This design comes from an exercise in tuning for small area and a short achievable clock period on the open sky130 flow, not from production work. Function was checked by simulation only, so behaviour that the tests miss may differ from the original. Power and IR drop assume default switching activity.

==> design/flow/design.v <==
module output_buffer_bank #(
   parameter int BANK_WIDTH = 32,
   parameter int DATA_W     = 32,
   parameter int ADDR_W     = 16,
   parameter int N_CH       = 8
) (
   input  logic                         clk_i,
   input  logic                         rst_sync_i,
   input  logic                         start_i,
   input  logic                         abort_i,
   input  logic [31:0]                  cfg_out_w_i,
   input  logic [31:0]                  cfg_out_h_i,
   input  logic [ADDR_W-1:0]            cfg_base_addr_i,
   input  logic [2:0]                   output_ch_sel_i,
   input  logic [BANK_WIDTH-1:0]        push_i,
   input  logic [BANK_WIDTH*DATA_W-1:0] data_in_i,
   output logic                         ob_ready_o,
   output logic [N_CH-1:0]              sram_wr_en_o,
   output logic [ADDR_W-1:0]            sram_wr_addr_o,
   output logic [DATA_W-1:0]            sram_wr_data_o,
   output logic                         frame_done_o,
   output logic                         error_o
);
   localparam int BW    = BANK_WIDTH;
   localparam int COL_W = (BANK_WIDTH > 1) ? $clog2(BANK_WIDTH) : 1;
   logic                  idle_q, coll_q, drain_q, done_q;
   logic                  idle_d, coll_d, drain_d, done_d;
   logic [COL_W-1:0]      wm1_q;           
   logic [31:0]           rem_q;           
   logic                  lastrow_q;       
   logic [2:0]            ch_q;
   logic [ADDR_W-1:0]     addr_q;
   logic [BW-1:0]         v_q, v_d;        
   logic                  full_q, full_d;  
   logic [BW-1:0][DATA_W-1:0]   fill_q;
   logic [BW-2:0][DATA_W-1:0]   drn_q;
   logic                  sh_q, nsh_q;     
   logic [COL_W-1:0]      cnt_q;           
   logic                  is1_q;           
   logic                  colpar_q;        
   logic                  z0_q, z1_q;      
   logic                  rlast_q, rlast_d;  
   logic                  ready_q, rdy_o_q, ready_d;
   logic                  err_q, err_d;
   logic [N_CH-1:0]       wr_en_q;
   logic [ADDR_W-1:0]     wr_addr_q;
   logic [DATA_W-1:0]     wr_data_q;
   logic [BW-1:0]         mask, veff, st, bad;
   logic                  cfg_legal, collecting, clr, copy, nxt, issue, wr, bfull, par, nxt_d;
   logic                  lastw, aa;
   logic                  full2_q, copy2;  
   logic [BW-1:0]         fe, fh;          
   always_comb begin
      for (int i = 0; i < BW; i++) mask[i] = (COL_W'(i) <= wm1_q);
   end
   assign cfg_legal  = !(|cfg_out_w_i[31:6]) &&
                       (cfg_out_w_i[5] ? !(|cfg_out_w_i[4:0]) : (|cfg_out_w_i[4:0])) &&
                       (|cfg_out_h_i);
   assign collecting = coll_q | drain_q;
   assign clr   = coll_q & full_q;
   assign copy  = full_q & (coll_q | (rlast_q & !lastrow_q));
   assign nxt   = drain_q & !rlast_q;      
   assign issue = copy | nxt;
   assign wr    = issue & !abort_i;
   assign par   = !colpar_q;               
   assign lastw = copy ? z0_q : is1_q;     
   assign veff  = clr ? '0 : v_q;
   assign fe    = ~v_q | {BW{copy}};
   assign copy2 = full2_q & (coll_q | (rlast_q & !lastrow_q));
   assign fh    = v_q & {BW{!copy2}};
   assign st    = {BW{ready_q}} & push_i & mask & ~veff;
   assign bad   = collecting ? (mask & ({BW{!ready_q}} | veff)) : '1;
   assign bfull = ready_q & ((mask & ~veff & ~push_i) == '0);
   always_comb begin
      idle_d  = abort_i | done_q | (idle_q & !(start_i & cfg_legal));
      coll_d  = !abort_i & ((idle_q & start_i & cfg_legal) | (coll_q & !full_q) |
                            (rlast_q & !lastrow_q & !full_q));
      drain_d = wr;
      done_d  = !abort_i & rlast_q & lastrow_q;
      rlast_d = wr & lastw;
      nxt_d   = issue & !lastw;
      if (abort_i || !collecting) begin
         v_d    = '0;
         full_d = 1'b0;
      end else begin
         v_d    = (copy ? '0 : v_q) | st;
         full_d = (full_q & !copy) | bfull;
      end
      aa      = (idle_q & start_i & cfg_legal) | (coll_q & !full_q) | (rlast_q & !lastrow_q & !full_q);
      ready_d = !abort_i & (aa | (issue & !(full_q & !copy) & !bfull));
      err_d = err_q | (!abort_i & ((idle_q & start_i & !cfg_legal) | ((push_i & bad) != '0)));
   end
   always_ff @(posedge clk_i) begin
      if (rst_sync_i) begin
         idle_q    <= 1'b1;
         coll_q    <= 1'b0;
         drain_q   <= 1'b0;
         done_q    <= 1'b0;
         full_q    <= 1'b0;
         full2_q   <= 1'b0;
         rlast_q   <= 1'b0;
         ready_q   <= 1'b0;
         rdy_o_q   <= 1'b0;
         err_q     <= 1'b0;
         wr_en_q   <= '0;
         wr_addr_q <= '0;
         wr_data_q <= '0;
      end else begin
         idle_q    <= idle_d;
         coll_q    <= coll_d;
         drain_q   <= drain_d;
         done_q    <= done_d;
         full_q    <= full_d;
         full2_q   <= !abort_i & collecting & ((full2_q & !copy2) | bfull);
         rlast_q   <= rlast_d;
         ready_q   <= ready_d;
         rdy_o_q   <= !(idle_d | done_d | (drain_d & full_d));
         err_q     <= err_d;
         wr_en_q   <= wr ? (N_CH'(1) << ch_q) : '0;
         wr_addr_q <= wr ? addr_q : '0;
         wr_data_q <= copy & !abort_i ? fill_q[0] :
                      (nxt & !abort_i ? (drn_q[0] ^ {DATA_W{par}}) : '0);
      end
   end
   always_ff @(posedge clk_i) begin
      v_q   <= v_d;
      sh_q  <= nxt_d;
      nsh_q <= !nxt_d;
      if (idle_q) begin
         wm1_q     <= COL_W'(cfg_out_w_i[COL_W-1:0] - 1'b1);
         z0_q      <= (cfg_out_w_i[COL_W-1:0] == COL_W'(1));
         z1_q      <= (cfg_out_w_i[COL_W-1:0] == COL_W'(2));
         rem_q     <= cfg_out_h_i;
         lastrow_q <= (cfg_out_h_i == 32'd1);
         ch_q      <= output_ch_sel_i;
         addr_q    <= cfg_base_addr_i;
      end else begin
         if (rlast_q) begin
            rem_q     <= rem_q - 32'd1;
            lastrow_q <= (rem_q == 32'd2);
         end
         if (issue) addr_q <= addr_q + ADDR_W'(1);
      end
      if (copy) begin
         cnt_q    <= wm1_q;
         is1_q    <= z1_q;
         colpar_q <= 1'b0;
      end else if (nxt) begin
         cnt_q    <= cnt_q - COL_W'(1);
         is1_q    <= (cnt_q == COL_W'(2));
         colpar_q <= !colpar_q;
      end
   end
   always_ff @(posedge clk_i) begin
      for (int i = 0; i < BW; i++)
         fill_q[i] <= (data_in_i[i*DATA_W +: DATA_W] & {DATA_W{fe[i]}}) | (fill_q[i] & {DATA_W{fh[i]}});
      for (int k = 0; k < BW-2; k++)
         drn_q[k] <= ~((drn_q[k+1] | {DATA_W{nsh_q}}) & (fill_q[k+1] | {DATA_W{sh_q}}));
      drn_q[BW-2] <= ~fill_q[BW-1];
   end
   assign ob_ready_o     = rdy_o_q;
   assign sram_wr_en_o   = wr_en_q;
   assign sram_wr_addr_o = wr_addr_q;
   assign sram_wr_data_o = wr_data_q;
   assign frame_done_o   = done_q;
   assign error_o        = err_q;
endmodule
==> design/flow/flow/run.sh <==
#!/bin/bash
# Own layout flow: the standard ORFS flow (standard.sh, unchanged synthesis)
# with single-strength port buffers, a lighter clock tree (no dummy loads), a
# setup margin for the timing repair, and the flip-flops that drive output
# ports placed next to their port buffers (flow/pre_dpl.tcl, run before
# detailed placement), and the output ports grouped with the control inputs
# that gate them (flow/pre_iop.tcl). ORFS writes each step's log under
# orfs/logs; make's own
# output goes to standard.log here.
set -euo pipefail
cat >> config.mk <<EOC
export BUFFER_PORTS_ARGS = -buffer_cell sky130_fd_sc_hd__buf_1
export CTS_ARGS = -sink_clustering_enable -repair_clock_nets -dont_use_dummy_load -root_buf sky130_fd_sc_hd__clkbuf_16 -buf_list {sky130_fd_sc_hd__clkbuf_8} -sink_clustering_size 16 -sink_clustering_max_diameter 40
export SETUP_SLACK_MARGIN = 7.0
export PRE_DETAIL_PLACE_TCL = $PWD/flow/pre_dpl.tcl
export PRE_IO_PLACEMENT_TCL = $PWD/flow/pre_iop.tcl
EOC
bash standard.sh > standard.log 2>&1
==> design/flow/flow/pre_dpl.tcl <==
# Move each flip-flop that drives an output port buffer next to that buffer, so
# the register-to-output paths are short; detailed placement then legalises.
set block [ord::get_db_block]
set moved 0
foreach bterm [$block getBTerms] {
  if {[$bterm getIoType] ne "OUTPUT"} { continue }
  set net [$bterm getNet]
  if {$net eq "NULL"} { continue }
  set buf ""
  foreach it [$net getITerms] { if {[$it isOutputSignal]} { set buf [$it getInst] } }
  if {$buf eq ""} { continue }
  set in_net ""
  foreach it [$buf getITerms] { if {[$it isInputSignal]} { set in_net [$it getNet] } }
  if {$in_net eq "" || $in_net eq "NULL"} { continue }
  set ff ""
  foreach it [$in_net getITerms] { if {[$it isOutputSignal]} { set ff [$it getInst] } }
  if {$ff eq "" || ![string match "*__df*" [[$ff getMaster] getName]]} { continue }
  set loc [$buf getLocation]
  $ff setLocation [lindex $loc 0] [lindex $loc 1]
  incr moved
}
puts "pre_dpl: moved $moved output flip-flops next to their port buffers"
==> design/flow/flow/pre_iop.tcl <==
# Keep the output ports and the control inputs that gate the output registers
# (abort_i, rst_sync_i, start_i) together on the die edge, so the paths into
# and out of the output registers stay short.
set grp {}
foreach bt [[ord::get_db_block] getBTerms] {
  set n [$bt getName]
  if {[$bt getIoType] eq "OUTPUT" || $n in {abort_i rst_sync_i start_i}} { lappend grp $n }
}
set_io_pin_constraint -group -order -pin_names $grp
puts "pre_iop: grouped [llength $grp] pins"
==> design/flow/standard.sh <==
#!/bin/bash
# synth_recipe.tcl (not shown) runs the flow's synth.tcl, then flattens the netlist and writes it again
# the make line also repeats each setting of config.mk as NAME=value (left out here)
make -C /OpenROAD-flow-scripts/flow DESIGN_CONFIG=/design/flow/config.mk WORK_HOME=/design/flow/orfs CLKGATE_MAP_FILE= SYNTH_SCRIPT=/design/flow/synth_recipe.tcl "${@:-finish}"
==> design/flow/config.mk <==
export PLATFORM = sky130hd
export DESIGN_NAME = output_buffer_bank
export DESIGN_NICKNAME = output_buffer_bank
export VERILOG_FILES = /design/flow/design.v
export SDC_FILE = /design/flow/constraint.sdc
export NUM_CORES = 4
export LEC_CHECK = 0
export CAP_MARGIN = 20
export CORE_MARGIN = 2
export CORE_UTILIZATION = 60
export SLEW_MARGIN = 20
export BUFFER_PORTS_ARGS = -buffer_cell sky130_fd_sc_hd__buf_1
export CTS_ARGS = -sink_clustering_enable -repair_clock_nets -dont_use_dummy_load -root_buf sky130_fd_sc_hd__clkbuf_16 -buf_list {sky130_fd_sc_hd__clkbuf_8} -sink_clustering_size 16 -sink_clustering_max_diameter 40
export SETUP_SLACK_MARGIN = 7.0
export PRE_DETAIL_PLACE_TCL = /design/flow/flow/pre_dpl.tcl
export PRE_IO_PLACEMENT_TCL = /design/flow/flow/pre_iop.tcl
==> design/flow/constraint.sdc <==
create_clock -name core_clock -period 10.0 [get_ports {clk_i}]
set_input_delay 2.0000 -clock core_clock [delete_from_list [all_inputs] [get_ports {clk_i}]]
set_output_delay 2.0000 -clock core_clock [all_outputs]
set_load 0.01 [all_outputs]
==> impl_metrics.yaml, run 1 <==
yosys:
  synth_area_leaders: "dfxtp_1, a22o_1, o22ai_1"
  yosys.area.top_type: "dfxtp_1"
  synth-edff-count: 65
  synthCells: 5540
  avgSynthCellArea_um2: 11.96
  synth-simple-area-share: 0.03442
  ys_types: 72
  muxShareOfSynthArea: 0.0003399
  synth_ff_type: "dfxtp_1"
  ys_seq_area_frac: 0.6690
  yosysTopAreaCellShare: 0.6395
  syn_nets: 6691
  ys_warn_count: 1
  synth-compound-area-share: 0.2503
  synthesis.area_mm2: 0.06627
  ys_ff_latch: 2182
  synth_top_family_by_area: "compound AO/OA/AOI/OAI gates"
  synthXorXnorAreaFrac: 0.01097
  async_reset_ff_frac: 0
  synth_fa_ha_area_frac: 0.001662
die:
  initial_core_util: 0.6071
  dieArea_mm2: 0.1131
  coreArea_mm2: 0.1092
  fp.dieW_um: 336.3
  die_h_um: 336.3
  num_rows: 121
  io_pins: 1202
placement:
  finalWeightedCongestion: 0.9894
  port_buffers: 1201
  hpwl_mm: 166.9
  place_inst: 7796
  place_ws_ps: 5695
routing:
  vias_per_cell: 6.316
  drt_wl_total_mm: 233.1
  dr_total_vias: 51485
  drc_errors: 0
  drt_iter0_drc: 5351
  post_drt_wl_per_cell_um: 28.60
  dr.pass1.iters: 6
  drtAntennaViolNets: 0
grt:
  grt_max_degree: 217
  first_global_vias: 49094
  grt_pass1_wl_mm: 326.1
  globalRouteOverflowTotal: 0
  grt_util_all_layers: 0.3910
  grt_antenna_before_repair: 211
critical_path:
  startpoint_type: "flop"
  end_kind: "primary output"
  worstSetupStartpoint: "wr_data_q[10]"
  cp.depth: 1
  cp.arrival_ps: 1220
  required_ps: 8000
  critPathKind: "reg -> out"
  reg2reg_from: "sh_q"
  r2r-end: "drn_q[235]"
  crit_path_cell_trace: "buf_2"
  crit_path_end: "sram_wr_data_o[10]"
  reg2reg_depth: 3
  crit_slowest_cell: "dfxtp_1"
  r2r_slack_ps: 7140
  critPathTopFamily: "flip-flops"
  critPathMaxStageDelay_ps: 330
  critPathBufInv: 1
  path_max_fanout: 1
pwr:
  powerDensity_mw_per_mm2: 192.7
  leakage_nw: 31.59
  fin_total_pwr_mw: 14.48
  peakVddDrop_uv: 153.9
timing:
  finalHoldViolations: 0
  setup_viol: 0
  fmax_ghz: 0.3101
  finClkSkew_ps: 103.8
  finalCritPeriodShare: 0.3224
  hold_ws_ps: 369.3
  min_period_ps: 3224
  final_max_slew_viol_count: 0
  fin_ws_ps: 6776
  fin_setup_tns_ps: 0
  rsz0062_at_grt: "true"
  worstMarginPinSlew_ps: 1117
  relSlewSlack: 0.2554
layout:
  mostFrequentLayoutCells: "dfxtp_1, buf_1, a22o_1"
  stdcell_count: 8152
  area_delta_synth_final_pct: 13.41
  fillers: 8420
  nets: 7671
  layout_commonest_cell: "dfxtp_1"
  drive_above_1_share: 0.07011
clock_network:
  numCtsBuffers: 193
  clk_pin_slew_ps: 100
  clk_latency_ps: 770
  cts-root-buf: "clkbuf_16"
  cts_tree: "built"
  clock_path_buffers: 3
  htreeDepth: 4
  cts_sinks: 2182
worst_hold_path:
  min_path_type: "reg -> reg"
flow_run:
  drv_cap: 0
outcome:
  status: "no timing/DRC/antenna violations"
-- metal layers --
layer  wire length [um]  global-route usage  share of wire
met5                678                   0         0.0029
met4              14890              0.2679          0.064
met3              22240              0.1179          0.095
met2             109700              0.6144           0.47
met1              85590              0.4611           0.37
-- cell families (layout without fill, tap and decap cells) --
| logic type | count (synthesis) | in the layout |
|---|---|---|
| xor+xnor | 83 | 83 |
| simple gates | 464 | 464 |
| buf+inv | 560 | 1538 |
| compound gates | 2240 | 2240 |
| flops | 2182 | 2182 |
| fa+ha+maj | 9 | 9 |
| mux | 2 | 2 |
| other cells | 0 | 158 |
-- metrics by stage --
step	cell area (um2)	utilization
final	75160	0.6885
after global routing	75060	0.6877
after CTS	74500	0.6825
after detailed placement	71450	0.6546
after global placement	71450	0.6546
after floorplan	66390	-
-- power by group --
part	internal [mW]	leakage (nW)	switching, mW
clock	1.72	1.39	2.66
combinational	0.367	11.6	0.332
sequential	9.18	18.6	0.221
total	11.3	31.6	3.22
-- cells in the mapped netlist (all sizes together) (41+ instances only) --
| cell | instances |
|---|---|
| edfxtp | 65 |
| xor2 | 63 |
| buf | 55 |
| nand2 | 144 |
| o21ai | 71 |
| clkbuf | 454 |
| nor2 | 94 |
| nor3 | 41 |
| a22o | 1024 |
| a21oi | 96 |
| o22ai | 960 |
| inv | 51 |
| dfxtp | 2117 |
-- worst min path at each step --
stage                  from    endpoint  slack, ps  cells past startpoint
2_1_floorplan   fill_q[992]  drn_q[960]        350                      1
3_3_place_gp   fill_q[1009]  drn_q[977]        360                      1
3_5_place_dp   fill_q[1023]  drn_q[991]        360                      1
4_1_cts        fill_q[1010]  drn_q[978]        370                      1
5_1_grt        fill_q[1002]  drn_q[970]        380                      1
6_report       fill_q[1010]  drn_q[978]        370                      1
-- state kept, by name (all words and copies together), names as in the netlist, 3 cells and up --
register   cells
fill_q      1024
ch_q           3
cnt_q          5
drn_q        992
wr_addr_q     16
addr_q        16
rem_q         32
v_q           32
wm1_q          5
wr_data_q     32
wr_en_q        8
-- final cells by class --
class,count,area (um2),area share
clock buffers,193,2668,0.03549
well taps,1476,1847,0.02457
flip-flops and latches,2182,44400,0.5908
multi-input cells,2798,19990,0.2659
inverters,51,191.4,0.002547
repair buffers,1294,5667,0.07540
diodes,158,395.4,0.005261
-- what timing repair did --
action                                  in CTS  in global routing
endpoints found under the setup margin      94                186
pin swaps                                    7                 11
resized for setup                          138                 66
setup buffers                                5                  0
hold buffers                                 0                  0
==> run 2: changes to the inputs <==
--- a/design/flow/flow/run.sh
+++ b/design/flow/flow/run.sh
@@ -10,7 +10,7 @@
 set -euo pipefail
 cat >> config.mk <<EOC
 export BUFFER_PORTS_ARGS = -buffer_cell sky130_fd_sc_hd__buf_1
-export CTS_ARGS = -sink_clustering_enable -repair_clock_nets -dont_use_dummy_load -root_buf sky130_fd_sc_hd__clkbuf_16 -buf_list {sky130_fd_sc_hd__clkbuf_8} -sink_clustering_size 16 -sink_clustering_max_diameter 40
+export CTS_ARGS = -sink_clustering_enable -repair_clock_nets -dont_use_dummy_load -root_buf sky130_fd_sc_hd__clkbuf_16 -buf_list {sky130_fd_sc_hd__clkbuf_8} -sink_clustering_size 16 -sink_clustering_max_diameter 40 -apply_ndr full
 export SETUP_SLACK_MARGIN = 7.0
 export PRE_DETAIL_PLACE_TCL = $PWD/flow/pre_dpl.tcl
 export PRE_IO_PLACEMENT_TCL = $PWD/flow/pre_iop.tcl
==> design/flow/config.mk (replaced) <==
export PLATFORM = sky130hd
export DESIGN_NAME = output_buffer_bank
export DESIGN_NICKNAME = output_buffer_bank
export VERILOG_FILES = /design/flow/design.v
export SDC_FILE = /design/flow/constraint.sdc
export NUM_CORES = 4
export LEC_CHECK = 0
export CAP_MARGIN = 20
export CORE_MARGIN = 2
export CORE_UTILIZATION = 60
export SLEW_MARGIN = 20
export BUFFER_PORTS_ARGS = -buffer_cell sky130_fd_sc_hd__buf_1
export CTS_ARGS = -sink_clustering_enable -repair_clock_nets -dont_use_dummy_load -root_buf sky130_fd_sc_hd__clkbuf_16 -buf_list {sky130_fd_sc_hd__clkbuf_8} -sink_clustering_size 16 -sink_clustering_max_diameter 40 -apply_ndr full
export SETUP_SLACK_MARGIN = 7.0
export PRE_DETAIL_PLACE_TCL = /design/flow/flow/pre_dpl.tcl
export PRE_IO_PLACEMENT_TCL = /design/flow/flow/pre_iop.tcl
==> run 2 against run 1 <==
- global-route usage stayed put
- worst hold slack stayed put
- sequential share of layout area stayed put
- cell count stayed put
- setup slack stayed put
- core utilization stayed put
- critical path depth stayed put
- power stayed put
- via count stayed put
==> impl_metrics.yaml, run 2 <==
outcome:
  status: "no timing/DRC/antenna violations"
timing:
  fin_setup_tns_ps: 0
  fmax_ghz: 0.3101
  finClkSkew_ps: 103.8
  setup_viol: 0
  min_period_ps: 3224
  relSlewSlack: 0.2554
  rsz0062_at_grt: "true"
  worstMarginPinSlew_ps: 1117
  finalCritPeriodShare: 0.3224
  fin_ws_ps: 6776
  final_max_slew_viol_count: 0
  finalHoldViolations: 0
clock_network:
  ctsHoldBuffers: 0
  cts-root-buf: "clkbuf_16"
  cts_sinks: 2182
  clk_latency_ps: 770
  numCtsBuffers: 193
  cts_tree: "built"
  clk_pin_slew_ps: 100
  clock_path_buffers: 3
  htreeDepth: 4
critical_path:
  r2r-end: "drn_q[235]"
  path_max_fanout: 1
  reg2reg_from: "sh_q"
  critPathTopFamily: "flip-flops"
  critPathKind: "reg -> out"
  cp.arrival_ps: 1220
  cp.depth: 1
  end_kind: "primary output"
  reg2reg_depth: 3
  startpoint_type: "flop"
  crit_slowest_cell: "dfxtp_1"
  required_ps: 8000
  crit_path_cell_trace: "buf_2"
  r2r_slack_ps: 7140
  critPathMaxStageDelay_ps: 330
  critPathBufInv: 1
layout:
  stdcell_count: 8152
  reg_top3: "fill_q: 1024 flops, drn_q: 992 flops"
  drive_above_1_share: 0.07011
  nets: 7671
  largest_reg_flops: 1024
  utilization: 0.6885
  area_delta_synth_final_pct: 13.41
  mostFrequentLayoutCells: "dfxtp_1, buf_1, a22o_1"
  layout_commonest_cell: "dfxtp_1"
  regMostFlops: "fill_q"
grt:
  globalRouteOverflowTotal: 0
  grt_max_degree: 217
  grt_pass1_wl_mm: 326.1
  grt_util_all_layers: 0.3910
  grt_antenna_before_repair: 211
  first_global_vias: 49094
routing:
  drtAntennaViolNets: 0
  drc_errors: 0
  vias_per_cell: 6.316
  dr.pass1.iters: 6
  drt_wl_total_mm: 233.1
  drt_iter0_drc: 5351
  dr_total_vias: 51485
  post_drt_wl_per_cell_um: 28.60
yosys:
  yosysTopAreaCellShare: 0.6395
  avgSynthCellArea_um2: 11.96
  synthCells: 5540
  synth_common_cells: "dfxtp_1, a22o_1, o22ai_1"
  synth_ff_type: "dfxtp_1"
  ys_types: 72
  yosys.area.top_type: "dfxtp_1"
  async_reset_ff_frac: 0
  synthesis.area_mm2: 0.06627
  yosysMostFrequentCell: "dfxtp_1"
  synth-edff-count: 65
  synth_area_leaders: "dfxtp_1, a22o_1, o22ai_1"
  ys_warn_count: 1
  ys_seq_area_frac: 0.6690
  syn_nets: 6691
  ys_ff_latch: 2182
pwr:
  peakVddDrop_uv: 153.9
  powerDensity_mw_per_mm2: 192.7
  leakage_nw: 31.59
placement:
  place_inst: 7796
  port_buffers: 1201
  hpwl_mm: 166.9
  place_ws_ps: 5695
  finalWeightedCongestion: 0.9894
die:
  dieArea_mm2: 0.1131
  num_rows: 121
  fp.dieW_um: 336.3
  initial_core_util: 0.6071
  die_h_um: 336.3
  coreArea_mm2: 0.1092
  io_pins: 1202
worst_hold_path:
  min-delay-start: "fill_q[1010]"
  min_path_type: "reg -> reg"
  hold_path_end: "drn_q[978]"
  holdPathStages: 1
flow_run:
  drv_cap: 0
==> run 2: cell counts after synthesis <==
No cell type changed its count.
==> run 2: through the flow <==
step | total power, mW | instance area (um2) | hold slack, ps
3_5_place_dp | 10.26 | 71450 | 360.9
4_1_cts | 14.49 | 74500 | 368.3
2_1_floorplan | 9.873 | 66390 | 352.9
3_3_place_gp | 10.24 | 71450 | 359.5
6_report | 14.48 | 75160 | 369.3
5_1_grt | 14.92 | 75060 | 378.7
==> run 2: per-layer routing <==
metal / share of wire / track usage / vias to the layer above
met5: 0.0029 / 0 / -
met4: 0.064 / 0.2679 / 100
met1: 0.37 / 0.4611 / 25129
met3: 0.095 / 0.1179 / 722
li1: - / - / 23004
met2: 0.47 / 0.6144 / 2530
==> run 2: worst max-delay path by stage <==
stage	startpoint	end	slack, ps
finish	wr_data_q[10]	sram_wr_data_o[10]	6780
global route	wr_data_q[10]	sram_wr_data_o[10]	6750
CTS	err_q	error_o	6740
detailed placement	abort_i	wr_en_q[4]	5700
global placement	abort_i	wr_en_q[4]	5780
floorplan	cfg_out_h_i[8]	err_q	6570
==> run 2: logic make-up (layout without fill, tap and decap cells) <==
logic type / count (synthesis) / in the layout / synth area share
flops: 2182 / 2182 / 0.6690
simple gates: 464 / 464 / 0.03442
xor+xnor: 83 / 83 / 0.01097
buf+inv: 560 / 1538 / 0.03334
mux: 2 / 2 / 0.0003398
compound gates: 2240 / 2240 / 0.2503
other cells: 0 / 158 / 0
fa+ha+maj: 9 / 9 / 0.001662
==> run 2: final cells by class <==
cell class / count / area (um2)
sequential: 2182 / 44400
fill: 8420 / 34000
multi-input combinational: 2798 / 19990
timing repair buffer: 1294 / 5667
clock buffer: 193 / 2668
tap: 1476 / 1847
antenna: 158 / 395.4
inverter: 51 / 191.4
==> run 2: what timing repair did <==
action / CTS / global route
resized for setup: 138 / 66
setup endpoints to repair: 94 / 186
buffers inserted: 5 / 0
pin swaps: 7 / 11
==> run 2: where the power goes <==
part	internal, mW	total [mW]	switching [mW]
clock network	1.72	4.39	2.66
registers	9.18	9.40	0.221
logic	0.367	0.699	0.332
total	11.3	14.5	3.22
==> run 3: changes to the inputs <==
--- a/design/flow/flow/run.sh
+++ b/design/flow/flow/run.sh
@@ -10,7 +10,7 @@
 set -euo pipefail
 cat >> config.mk <<EOC
 export BUFFER_PORTS_ARGS = -buffer_cell sky130_fd_sc_hd__buf_1
-export CTS_ARGS = -sink_clustering_enable -repair_clock_nets -dont_use_dummy_load -root_buf sky130_fd_sc_hd__clkbuf_16 -buf_list {sky130_fd_sc_hd__clkbuf_8} -sink_clustering_size 16 -sink_clustering_max_diameter 40 -apply_ndr full
+export CTS_ARGS = -sink_clustering_enable -repair_clock_nets -dont_use_dummy_load -root_buf sky130_fd_sc_hd__clkbuf_16 -buf_list {sky130_fd_sc_hd__clkbuf_8} -sink_clustering_size 16 -sink_clustering_max_diameter 40 -apply_ndr half
 export SETUP_SLACK_MARGIN = 7.0
 export PRE_DETAIL_PLACE_TCL = $PWD/flow/pre_dpl.tcl
 export PRE_IO_PLACEMENT_TCL = $PWD/flow/pre_iop.tcl
==> design/flow/config.mk (replaced) <==
export PLATFORM = sky130hd
export DESIGN_NAME = output_buffer_bank
export DESIGN_NICKNAME = output_buffer_bank
export VERILOG_FILES = /design/flow/design.v
export SDC_FILE = /design/flow/constraint.sdc
export NUM_CORES = 4
export LEC_CHECK = 0
export CAP_MARGIN = 20
export CORE_MARGIN = 2
export CORE_UTILIZATION = 60
export SLEW_MARGIN = 20
export BUFFER_PORTS_ARGS = -buffer_cell sky130_fd_sc_hd__buf_1
export CTS_ARGS = -sink_clustering_enable -repair_clock_nets -dont_use_dummy_load -root_buf sky130_fd_sc_hd__clkbuf_16 -buf_list {sky130_fd_sc_hd__clkbuf_8} -sink_clustering_size 16 -sink_clustering_max_diameter 40 -apply_ndr half
export SETUP_SLACK_MARGIN = 7.0
export PRE_DETAIL_PLACE_TCL = /design/flow/flow/pre_dpl.tcl
export PRE_IO_PLACEMENT_TCL = /design/flow/flow/pre_iop.tcl
==> run 3 against run 2 <==
- still clean
- fmax stayed put
- core utilization stayed put
- flip-flop and latch count stayed put
- power stayed put
- combinational power hardly changed
- synthesized area stayed put
- global-route usage stayed put
- cell count stayed put
- sequential share of layout area stayed put
- synthesized cell count stayed put
- die area stayed put
==> impl_metrics.yaml, run 3 <==
yosys:
  synth_top_family_by_area: "compound AO/OA/AOI/OAI gates"
  yosysMostFrequentCell: "dfxtp_1"
  avgSynthCellArea_um2: 11.96
  synth-simple-area-share: 0.03442
  syn_nets: 6691
  synthCells: 5540
  ys_ff_latch: 2182
  yosys.area.top_type: "dfxtp_1"
  ys_types: 72
  yosysTopAreaCellShare: 0.6395
  synth_common_cells: "dfxtp_1, a22o_1, o22ai_1"
  synth-edff-count: 65
  synthXorXnorAreaFrac: 0.01097
  async_reset_ff_frac: 0
  synth_area_leaders: "dfxtp_1, a22o_1, o22ai_1"
  synthesis.area_mm2: 0.06627
  synth-compound-area-share: 0.2503
  ys_warn_count: 1
  synth_ff_type: "dfxtp_1"
  synth_fa_ha_area_frac: 0.001662
  ys_seq_area_frac: 0.6690
  muxShareOfSynthArea: 0.0003399
routing:
  post_drt_wl_per_cell_um: 28.60
  drtAntennaViolNets: 0
  vias_per_cell: 6.316
  drt_iter0_drc: 5351
  drt_wl_total_mm: 233.1
  drc_errors: 0
  dr_total_vias: 51485
  dr.pass1.iters: 6
pwr:
  pwr-share-comb: 0.048
  seqPwrFrac: 0.649
  switching_share: 0.2220
  switchingPower_mw: 3.216
  peakVddDrop_uv: 153.9
  leakage_nw: 31.59
  powerDensity_mw_per_mm2: 192.7
  clockPowerShare: 0.303
  p_int_mw: 11.27
critical_path:
  crit_slowest_cell: "dfxtp_1"
  cp.arrival_ps: 1220
  startpoint_type: "flop"
  end_kind: "primary output"
  path_max_fanout: 1
  crit_path_cell_trace: "buf_2"
  critPathMaxStageDelay_ps: 330
  critPathBufInv: 1
  required_ps: 8000
  critPathTopFamily: "flip-flops"
  critPathKind: "reg -> out"
timing:
  finalCritPeriodShare: 0.3224
  finClkSkew_ps: 103.8
  relSlewSlack: 0.2554
  rsz0062_at_grt: "true"
  finalHoldViolations: 0
  setup_viol: 0
  final_max_slew_viol_count: 0
  worstMarginPinSlew_ps: 1117
  hold_ws_ps: 369.3
  fin_setup_tns_ps: 0
  fmax_ghz: 0.3101
  min_period_ps: 3224
placement:
  place_inst: 7796
  port_buffers: 1201
  finalWeightedCongestion: 0.9894
  hpwl_mm: 166.9
clock_network:
  htreeDepth: 4
  cts_sinks: 2182
  ctsHoldBuffers: 0
  cts_tree: "built"
  clk_pin_slew_ps: 100
  clock_path_buffers: 3
  numCtsBuffers: 193
  cts-root-buf: "clkbuf_16"
  clk_latency_ps: 770
layout:
  area_delta_synth_final_pct: 13.41
  nets: 7671
  largest_reg_flops: 1024
  drive_above_1_share: 0.07011
  stdcell_count: 8152
  layout_commonest_cell: "dfxtp_1"
  fillers: 8420
  reg_top3: "fill_q: 1024 flops, drn_q: 992 flops"
  regMostFlops: "fill_q"
  mostFrequentLayoutCells: "dfxtp_1, buf_1, a22o_1"
die:
  num_rows: 121
  dieArea_mm2: 0.1131
  initial_core_util: 0.6071
  die_h_um: 336.3
  fp.dieW_um: 336.3
  io_pins: 1202
  coreArea_mm2: 0.1092
flow_run:
  drv_cap: 0
outcome:
  status: "no timing/DRC/antenna violations"
grt:
  globalRouteOverflowTotal: 0
  grt_util_all_layers: 0.3910
  grt_max_degree: 217
  first_global_vias: 49094
  grt_antenna_before_repair: 211
  grt_pass1_wl_mm: 326.1
worst_hold_path:
  min_path_type: "reg -> reg"
-- run 3: cell counts after synthesis --
Identical to the previous run, type by type.
-- run 3: kinds of logic (layout without fill, tap and decap cells) --
group	after synthesis	in the layout
AOI/OAI and AO/OA	2240	2240
xor gates and xnor gates	83	83
adders and majority gates	9	9
buffers and inverters	560	1538
DFF	2182	2182
muxes	2	2
other	0	158
and+or+nand+nor	464	464
-- run 3: final cells by class --
type	instances	area, um2	share of cell area
flip-flops and latches	2182	44400	0.5908
multi-input cells	2798	19990	0.2659
repair buffers	1294	5667	0.07540
clock buffers	193	2668	0.03549
well taps	1476	1847	0.02457
diodes	158	395.4	0.005261
inverters	51	191.4	0.002547
-- run 3: power groups by stage --
stage          logic, mW  clock network [mW]  registers, mW
2_1_floorplan      0.363                   0           9.51
3_3_place_gp       0.659                   0           9.58
3_5_place_dp       0.673                   0           9.59
4_1_cts            0.684                4.41           9.39
5_1_grt            0.746                4.74           9.44
6_report           0.699                4.39           9.40
-- run 3: worst reg2reg max path, stage by stage (launching register included) --
cell and delay [ps]:
dfxtp_4 890, buf_16 590, buf_4 880, o22ai_1 330
-- run 3: what timing repair did --
| item | in CTS | in global routing |
|---|---|---|
| setup endpoints to repair | 94 | 186 |
| pin swaps | 7 | 11 |
| resized for setup | 138 | 66 |
| gates cloned | 0 | 0 |
| setup buffers | 5 | 0 |
-- run 3: final timing paths --
kind                                    start            endpoint  slack (ps)  depth (start not counted)
worst min-delay path             fill_q[1010]          drn_q[978]         370                          1
worst max-delay path            wr_data_q[10]  sram_wr_data_o[10]        6780                          1
worst max register to register           sh_q          drn_q[235]        7140                          3
worst min register to register   fill_q[1010]          drn_q[978]         370                          1
-- run 3: routing by layer --
| metal | global-route usage | wire (um) | part of all wire |
|---|---|---|---|
| met1 | 0.4611 | 85590 | 0.37 |
| met2 | 0.6144 | 109700 | 0.47 |
| met3 | 0.1179 | 22240 | 0.095 |
| met4 | 0.2679 | 14890 | 0.064 |
| met5 | 0 | 678 | 0.0029 |
-- run 3: stage by stage --
stage	setup slack, ps	util	instance area (um2)	power, mW
2_1_floorplan	6565	-	66390	9.873
3_3_place_gp	5780	0.6546	71450	10.24
3_5_place_dp	5695	0.6546	71450	10.26
4_1_cts	6743	0.6825	74500	14.49
5_1_grt	6754	0.6877	75060	14.92
6_report	6776	0.6885	75160	14.48
==> run 4: changes to the inputs <==
--- a/design/flow/flow/run.sh
+++ b/design/flow/flow/run.sh
@@ -10,7 +10,7 @@
 set -euo pipefail
 cat >> config.mk <<EOC
 export BUFFER_PORTS_ARGS = -buffer_cell sky130_fd_sc_hd__buf_1
-export CTS_ARGS = -sink_clustering_enable -repair_clock_nets -dont_use_dummy_load -root_buf sky130_fd_sc_hd__clkbuf_16 -buf_list {sky130_fd_sc_hd__clkbuf_8} -sink_clustering_size 16 -sink_clustering_max_diameter 40 -apply_ndr half
+export CTS_ARGS = -sink_clustering_enable -repair_clock_nets -dont_use_dummy_load -root_buf sky130_fd_sc_hd__clkbuf_16 -buf_list {sky130_fd_sc_hd__clkbuf_8} -sink_clustering_size 16 -sink_clustering_max_diameter 40 -sink_clustering_levels 1
 export SETUP_SLACK_MARGIN = 7.0
 export PRE_DETAIL_PLACE_TCL = $PWD/flow/pre_dpl.tcl
 export PRE_IO_PLACEMENT_TCL = $PWD/flow/pre_iop.tcl
==> design/flow/config.mk (replaced) <==
export PLATFORM = sky130hd
export DESIGN_NAME = output_buffer_bank
export DESIGN_NICKNAME = output_buffer_bank
export VERILOG_FILES = /design/flow/design.v
export SDC_FILE = /design/flow/constraint.sdc
export NUM_CORES = 4
export LEC_CHECK = 0
export CAP_MARGIN = 20
export CORE_MARGIN = 2
export CORE_UTILIZATION = 60
export SLEW_MARGIN = 20
export BUFFER_PORTS_ARGS = -buffer_cell sky130_fd_sc_hd__buf_1
export CTS_ARGS = -sink_clustering_enable -repair_clock_nets -dont_use_dummy_load -root_buf sky130_fd_sc_hd__clkbuf_16 -buf_list {sky130_fd_sc_hd__clkbuf_8} -sink_clustering_size 16 -sink_clustering_max_diameter 40 -sink_clustering_levels 1
export SETUP_SLACK_MARGIN = 7.0
export PRE_DETAIL_PLACE_TCL = /design/flow/flow/pre_dpl.tcl
export PRE_IO_PLACEMENT_TCL = /design/flow/flow/pre_iop.tcl
==> run 4 against run 3 <==
- global-route usage is the same
- register-to-register slack is essentially flat
- design area is the same
- still clean on timing, DRC and antenna
- critical endpoint unchanged
- clock skew is the same
- sequential power is essentially flat
- fmax is the same
- critical path depth is the same
- largest cell class unchanged
- die area is the same
- count of clock-buffer cells in the layout is the same
==> impl_metrics.yaml, run 4 <==
outcome:
  status: "no timing/DRC/antenna violations"
grt:
  grt_pass1_wl_mm: 326.1
  globalRouteOverflowTotal: 0
  grt_antenna_before_repair: 211
  grt_max_degree: 217
  first_global_vias: 49094
  grt_util_all_layers: 0.3910
routing:
  drtAntennaViolNets: 0
  vias_per_cell: 6.316
  dr.pass1.iters: 6
  drc_errors: 0
  drt_wl_total_mm: 233.1
  post_drt_wl_per_cell_um: 28.60
  drt_iter0_drc: 5351
  dr_total_vias: 51485
placement:
  hpwl_mm: 166.9
  place_inst: 7796
  port_buffers: 1201
  finalWeightedCongestion: 0.9894
yosys:
  yosysTopAreaCellShare: 0.6395
  syn_nets: 6691
  async_reset_ff_frac: 0
  synth_common_cells: "dfxtp_1, a22o_1, o22ai_1"
  synth-edff-count: 65
  synthesis.area_mm2: 0.06627
  ys_ff_latch: 2182
  ys_seq_area_frac: 0.6690
  yosys.area.top_type: "dfxtp_1"
  ys_warn_count: 1
  synthCells: 5540
  yosysMostFrequentCell: "dfxtp_1"
  synth_area_leaders: "dfxtp_1, a22o_1, o22ai_1"
  avgSynthCellArea_um2: 11.96
  synth_ff_type: "dfxtp_1"
  ys_types: 72
die:
  coreArea_mm2: 0.1092
  io_pins: 1202
  fp.dieW_um: 336.3
  die_h_um: 336.3
  num_rows: 121
  initial_core_util: 0.6071
  dieArea_mm2: 0.1131
layout:
  drive_above_1_share: 0.07011
  area_delta_synth_final_pct: 13.41
  mostFrequentLayoutCells: "dfxtp_1, buf_1, a22o_1"
  stdcell_count: 8152
  multi_input_area_mm2: 0.01999
  fillers: 8420
  nets: 7671
  largest_reg_flops: 1024
  regArea_mm2: 0.04440
  regMostFlops: "fill_q"
  layout_commonest_cell: "dfxtp_1"
  reg_top3: "fill_q: 1024 flops, drn_q: 992 flops"
critical_path:
  r2r_slack_ps: 7140
  startpoint_type: "flop"
  r2r-end: "drn_q[235]"
  cp.depth: 1
  critPathMaxStageDelay_ps: 330
  critPathTopFamily: "flip-flops"
  critPathBufInv: 1
  required_ps: 8000
  critPathKind: "reg -> out"
  cp.arrival_ps: 1220
  worstSetupStartpoint: "wr_data_q[10]"
  crit_path_cell_trace: "buf_2"
  end_kind: "primary output"
  path_max_fanout: 1
  crit_path_end: "sram_wr_data_o[10]"
  crit_slowest_cell: "dfxtp_1"
  reg2reg_depth: 3
  reg2reg_from: "sh_q"
clock_network:
  cts_sinks: 2182
  clk_latency_ps: 770
  htreeDepth: 4
  cts_tree: "built"
  cts-root-buf: "clkbuf_16"
  ctsHoldBuffers: 0
  clock_path_buffers: 3
  clk_pin_slew_ps: 100
  numCtsBuffers: 193
pwr:
  powerDensity_mw_per_mm2: 192.7
  leakage_nw: 31.59
  peakVddDrop_uv: 153.9
timing:
  fin_setup_tns_ps: 0
  finalCritPeriodShare: 0.3224
  worstMarginPinSlew_ps: 1117
  fmax_ghz: 0.3101
  relSlewSlack: 0.2554
  finClkSkew_ps: 103.8
  min_period_ps: 3224
  finalHoldViolations: 0
  rsz0062_at_grt: "true"
  final_max_slew_viol_count: 0
  setup_viol: 0
flow_run:
  drv_cap: 0
worst_hold_path:
  min_path_type: "reg -> reg"
## run 4: cell counts after synthesis
Identical to the previous run, type by type.
## run 4: metal layers
metal | vias to the layer above | wire, um | track usage
li1 | 23004 | - | -
met1 | 25129 | 85590 | 0.4611
met2 | 2530 | 109700 | 0.6144
met3 | 722 | 22240 | 0.1179
met4 | 100 | 14890 | 0.2679
met5 | - | 678 | 0
## run 4: what timing repair did
action,in CTS,in global routing
gates resized for setup,138,66
buffers inserted,5,0
endpoints found under the setup margin,94,186
pin swaps,7,11
## run 4: worst min path at each step
stage / startpoint / end / cells past startpoint
3_3_place_gp: fill_q[1009] / drn_q[977] / 1
2_1_floorplan: fill_q[992] / drn_q[960] / 1
5_1_grt: fill_q[1002] / drn_q[970] / 1
4_1_cts: fill_q[1010] / drn_q[978] / 1
6_report: fill_q[1010] / drn_q[978] / 1
3_5_place_dp: fill_q[1023] / drn_q[991] / 1
## run 4: area by class of cell
class,instances,share of cell area
flip-flops and latches,2182,0.5908
clock buffers,193,0.03549
diodes,158,0.005261
multi-input cells,2798,0.2659
well taps,1476,0.02457
inverters,51,0.002547
repair buffers,1294,0.07540
## run 4: stage by stage
step	setup slack, ps	total power [mW]	utilization	cell area [um2]	hold slack [ps]
finish	6776	14.48	0.6885	75160	369.3
global route	6754	14.92	0.6877	75060	378.7
CTS	6743	14.49	0.6825	74500	368.3
detailed placement	5695	10.26	0.6546	71450	360.9
global placement	5780	10.24	0.6546	71450	359.5
floorplan	6565	9.873	-	66390	352.9
## run 4: power by group
part	internal [mW]	switching [mW]
clock network	1.72	2.66
logic	0.367	0.332
registers	9.18	0.221
total	11.3	3.22
## run 4: cell families after synthesis
kind of cell | share of synthesized area
compound gates | 0.2503
flops | 0.6690
buf+inv | 0.03334
simple gates | 0.03442
xor+xnor | 0.01097
fa+ha+maj | 0.001662
mux | 0.0003398

==> what the ideal ports hide <==
Ports are ideal in the flow. The routed layouts listed here were re-timed in OpenROAD.
Step 1, drivers: a clkbuf_16 drives clk_i and a buf_2 each remaining input, both assumed.
Step 2 times the ports against the registers' clock, not the clock port: input delays grow and output delays shrink by t, the midpoint of the rising clock arrivals with the driver on.
Slacks: ideal / step 1 / step 2; pairs: ideal / step 1.
run	shift t [ns]	slack for setup (ns)	hold WS [ns]	clock arrival spread, ns	pins driven straight from the clock port
run 1	0.807	6.776 / 6.690 / 6.127	0.369 / 0.369 / 0.369	0.110 / 0.110	1
run 2	0.807	6.776 / 6.690 / 6.127	0.369 / 0.369 / 0.369	0.110 / 0.110	1
run 3	0.807	6.776 / 6.690 / 6.127	0.369 / 0.369 / 0.369	0.110 / 0.110	1
run 4	0.807	6.776 / 6.690 / 6.127	0.369 / 0.369 / 0.369	0.110 / 0.110	1
After both steps setup and hold are still met in every run listed.
